This design comes from an exercise in tuning for small area and a short achievable clock period on the open sky130 flow, not from production work. In this exercise RTL edits were held to simulation tests only and were not proved equivalent to the original. Power and IR drop assume default switching activity.

Design axi_burst_buffer, start of the top module:
module axi_burst_buffer #(
  parameter int DATA_W    = 64,
  parameter int DEPTH     = 32,
  parameter int BURST_LEN = 16,
  localparam int PW       = $clog2(DEPTH)
) (
  input  logic                  ACLK,
  input  logic                  ARESET,
  input  logic                  s_RVALID,
  input  logic [DATA_W-1:0]     s_RDATA,
  input  logic                  s_RLAST,
  output logic                  s_RREADY,
  output logic                  m_WVALID,
  output logic [DATA_W-1:0]     m_WDATA,
  output logic [DATA_W/8-1:0]   m_WSTRB,
  output logic                  m_WLAST,
  input  logic                  m_WREADY,
  input  logic                  flush,
  output logic [PW:0]           level,
  output logic [PW:0]           burst_cnt,
  output logic                  burst_avail,
  output logic                  len_err
);
For scale: ~2100 flip-flops, ~160 I/O pins, ~0.076 sq mm of cells after synthesis.
export LEC_CHECK = 0
export CAP_MARGIN = 20
export CORE_MARGIN = 2
export CORE_UTILIZATION = 68
export CTS_CLUSTER_DIAMETER = 85
export CTS_CLUSTER_SIZE = 25
export SETUP_SLACK_MARGIN = 2.55
export SLEW_MARGIN = 20
export TNS_END_PERCENT = 100
create_clock -name core_clock -period 4.8 [get_ports {ACLK}]
standard.sh (not shown) runs the stock make flow with config.mk's settings and CLKGATE_MAP_FILE= SYNTH_SCRIPT=/design/flow/synth_recipe.tcl, a recipe that flattens the netlist after the stock synthesis.
==> flow/flow/run.sh <==
#!/bin/bash
set -uo pipefail
W=$(pwd)
bash "$W/standard.sh" \
  "BUFFER_PORTS_ARGS=-buffer_cell sky130_fd_sc_hd__buf_2" \
  finish > "$W/flow_make.log" 2>&1
rc=$?
cp -r "$W/orfs/logs" "$W/tool_logs" 2>/dev/null || true
exit $rc
The first run produced a clean layout.
Edit:
- SETUP_SLACK_MARGIN: 2.55 -> 2.7
Effect: The new run produced a clean layout. Sequential cell count does not change. Final area rises by 2.3%. Cell count goes up by 1.0%. Die area does not change. Clock-buffer cell count drops by 1. Clock power is about the same. Via count is higher by 3.4%. Global-route usage went up by 2.3 points. Setup slack gains 56 ps. Total power came out higher by 0.35%. Wire length grows by 7.4%.
Edit:
- CORE_UTILIZATION: 68 -> 72
- CTS_CLUSTER_SIZE: 25 -> 30
- SETUP_SLACK_MARGIN: 2.7 -> 2.6
Result: Non-clock buffer count came out lower by 39. Clock-buffer cell count came out lower by 29. Worst setup slack is worse by 65 ps. Core utilization came out higher by 2.1 points. Final area came out lower by 2.6%. Worst hold slack is worse by 4.8 ps. Die area came out lower by about 5.5%.
Edit:
- CORE_UTILIZATION: 72 -> 68
- CTS_CLUSTER_SIZE: 30 -> 25
Outcome: The changed run ran to the end with no violations. Area after synthesis stays the same. Utilization came out lower by 3.5 points. Routed wire length went up by about 2%. Power went up by about 2.7%. Final area rises by 0.78%. Maximum frequency increases by 4.3%.
Edit:
- CORE_UTILIZATION: 68 -> 55
- CTS_CLUSTER_DIAMETER: 85 -> 70
- CTS_CLUSTER_SIZE: 25 -> 20
What happened:
- The changed run produced a clean layout
- routed wire length went up by 4.9%
- final area rose by about 2.5%
- global-route usage shrinks by 6.1 points
- sequential cell count does not change
- total power rose by 8.1%
Edit:
- CORE_UTILIZATION: 55 -> 60
- CTS_CLUSTER_DIAMETER: 70 -> 85
- CTS_CLUSTER_SIZE: 20 -> 25
After rerunning:
- The new run finished with timing, DRC and antenna clean
- total power decreases by a little under a tenth
- worst setup slack gets better by 6.6 ps
- cell area decreases slightly
- hold slack gets worse by 3.1 ps
- critical path depth does not change
- register-to-register slack gets worse by 40 ps
- wire length decreases slightly
- clock-buffer cell count decreases by 28
- utilization increases by 5.0 points

## lane 1
axi_burst_buffer, a different RTL version from the one above (not shown whole).
Size: roughly 4200 cells after synthesis, ~160 I/O pins, roughly 76000 um2 of cells after synthesis.
==> flow/design.v (excerpt) <==
module axi_burst_buffer #(
  parameter int DATA_W    = 64,
  parameter int DEPTH     = 32,
  parameter int BURST_LEN = 16,
  localparam int PW       = $clog2(DEPTH)
) (
  input  logic                  ACLK,
  input  logic                  ARESET,
  input  logic                  s_RVALID,
  input  logic [DATA_W-1:0]     s_RDATA,
  input  logic                  s_RLAST,
  output logic                  s_RREADY,
  output logic                  m_WVALID,
  output logic [DATA_W-1:0]     m_WDATA,
  output logic [DATA_W/8-1:0]   m_WSTRB,
  output logic                  m_WLAST,
  input  logic                  m_WREADY,
  input  logic                  flush,
  output logic [PW:0]           level,
  output logic [PW:0]           burst_cnt,
  output logic                  burst_avail,
  output logic                  len_err
);
  localparam int BW = (BURST_LEN > 1) ? $clog2(BURST_LEN) : 1;
  localparam int RN = DEPTH - 1;             
  localparam int RW = $clog2(RN);            
  localparam logic [RW-1:0] R_LAST = RW'(RN - 1);
  localparam logic [BW-1:0] IDX_LAST = BW'(BURST_LEN - 1);
  logic [DATA_W:0] ring [RN];
  logic [DATA_W:0] head;
  logic [RW-1:0]   wr;
  logic [RN-1:0]   rsel;         
  logic            hv;           
  logic            ring_empty;   
  logic            full;         
  logic [BW-1:0]   beat_idx;
  logic            clr;
  logic            push;
  logic            pop;
  logic            wr_adv;
  logic            rd_adv;
  logic [DATA_W:0] din;
  logic [DATA_W:0] rdata;
  logic [RN-1:0]   wdec;
  ...
==> flow/config.mk <==
export PLATFORM = sky130hd
export DESIGN_NAME = axi_burst_buffer
export DESIGN_NICKNAME = axi_burst_buffer
export VERILOG_FILES = /design/flow/design.v
export SDC_FILE = /design/flow/constraint.sdc
export NUM_CORES = 4
export LEC_CHECK = 0
export CAP_MARGIN = 20
export CORE_MARGIN = 2
export CORE_UTILIZATION = 55
export CTS_CLUSTER_DIAMETER = 70
export CTS_CLUSTER_SIZE = 20
export SETUP_SLACK_MARGIN = 2.5
export SLEW_MARGIN = 20
export TNS_END_PERCENT = 100
==> flow/constraint.sdc <==
create_clock -name core_clock -period 4.8 [get_ports {ACLK}]
set_input_delay 0.9600 -clock core_clock [delete_from_list [all_inputs] [get_ports {ACLK}]]
set_output_delay 0.9600 -clock core_clock [all_outputs]
set_load 0.01 [all_outputs]
Scripts as last shown in full above: flow/flow/run.sh
Lane 1 closes out successfully: all stages finished, all timing, DRC and antenna checks passed.
Relative to lane 1, the following input files were edited for lane 2:
- SETUP_SLACK_MARGIN changed from 2.5 to 2.6
- CORE_UTILIZATION changed from 55 to 68
### Flow results
- Lane 2 reached the end of the flow, and the finished layout is clean on the timing, design-rule and antenna checks.
- Both conditions hold for lane 1: the flow ran to the end and the final layout passed the timing, design-rule and antenna checks.
- Lane 2 against lane 1: worst clock skew was more or less identical; number of clock sinks was more or less identical; cell depth of the worst setup path went up by 1.
- Changes observed in lane 2 relative to lane 1: sequential share of layout area picked up an extra 0.17 points, filler-free cell count of the finished design lost 315, hold slack picked up an extra 16 ps, worst-case setup margin in the final layout lost 85 ps.
- Wire length sits lower in lane 2 than in lane 1.
- Compared lane 2 against lane 1; cell area within noise.
- When lane 2 is measured against lane 1, its total design power turns out 3.4% lower.
- Compared with lane 1, lane 2 shows a lower non-clock buffer count in the final layout.

## separate check: timing with driven ports
The results above use ideal ports. As a check the final layouts listed here were re-extracted and re-timed, cells and wires unchanged. Step 1 sets driving cells, clkbuf_16 on the clock port and buf_2 on the other inputs (assumed; they add their load-dependent delay and slew). Step 2, shift: input delay + t, output delay - t, t = (earliest + latest rising clock arrival at the registers) / 2. This alone moves slack from input paths to output paths. Slacks: ideal ports / drivers / drivers and shift; pairs: ideal ports / drivers.
| run | t, ns | slack for setup (ns) | slew at the worst register clock pin (ns) | worst data-port slew with drivers (ns) | pins driven straight from the clock port |
|---|---|---|---|---|---|
| the first run of note 1 | 0.810 | 2.464 / 2.464 / 1.830 | 0.11 / 0.11 | 0.12 | 1 |
| the second run of note 1 | 0.819 | 2.520 / 2.437 / 1.843 | 0.11 / 0.11 | 0.15 | 1 |
| the third run of note 1 | 0.786 | 2.455 / 2.455 / 1.737 | 0.12 / 0.12 | 0.15 | 1 |
| the fourth run of note 1 | 0.808 | 2.552 / 2.490 / 1.849 | 0.11 / 0.11 | 0.15 | 1 |
| the fifth run of note 1 | 0.863 | 2.509 / 2.423 / 1.843 | 0.09 / 0.09 | 0.18 | 1 |
| the sixth run of note 1 | 0.822 | 2.515 / 2.435 / 1.838 | 0.10 / 0.10 | 0.15 | 1 |
| lane 1 | 0.865 | 2.467 / 2.381 / 1.802 | 0.09 / 0.09 | 0.15 | 1 |
| lane 2 | 0.827 | 2.382 / 2.302 / 1.870 | 0.09 / 0.09 | 0.19 | 1 |
After both steps every run listed still meets setup and hold. The setup slack of the third run of note 1, which loses most, moves by 0.000 ns with the drivers and by -0.718 ns with both steps.
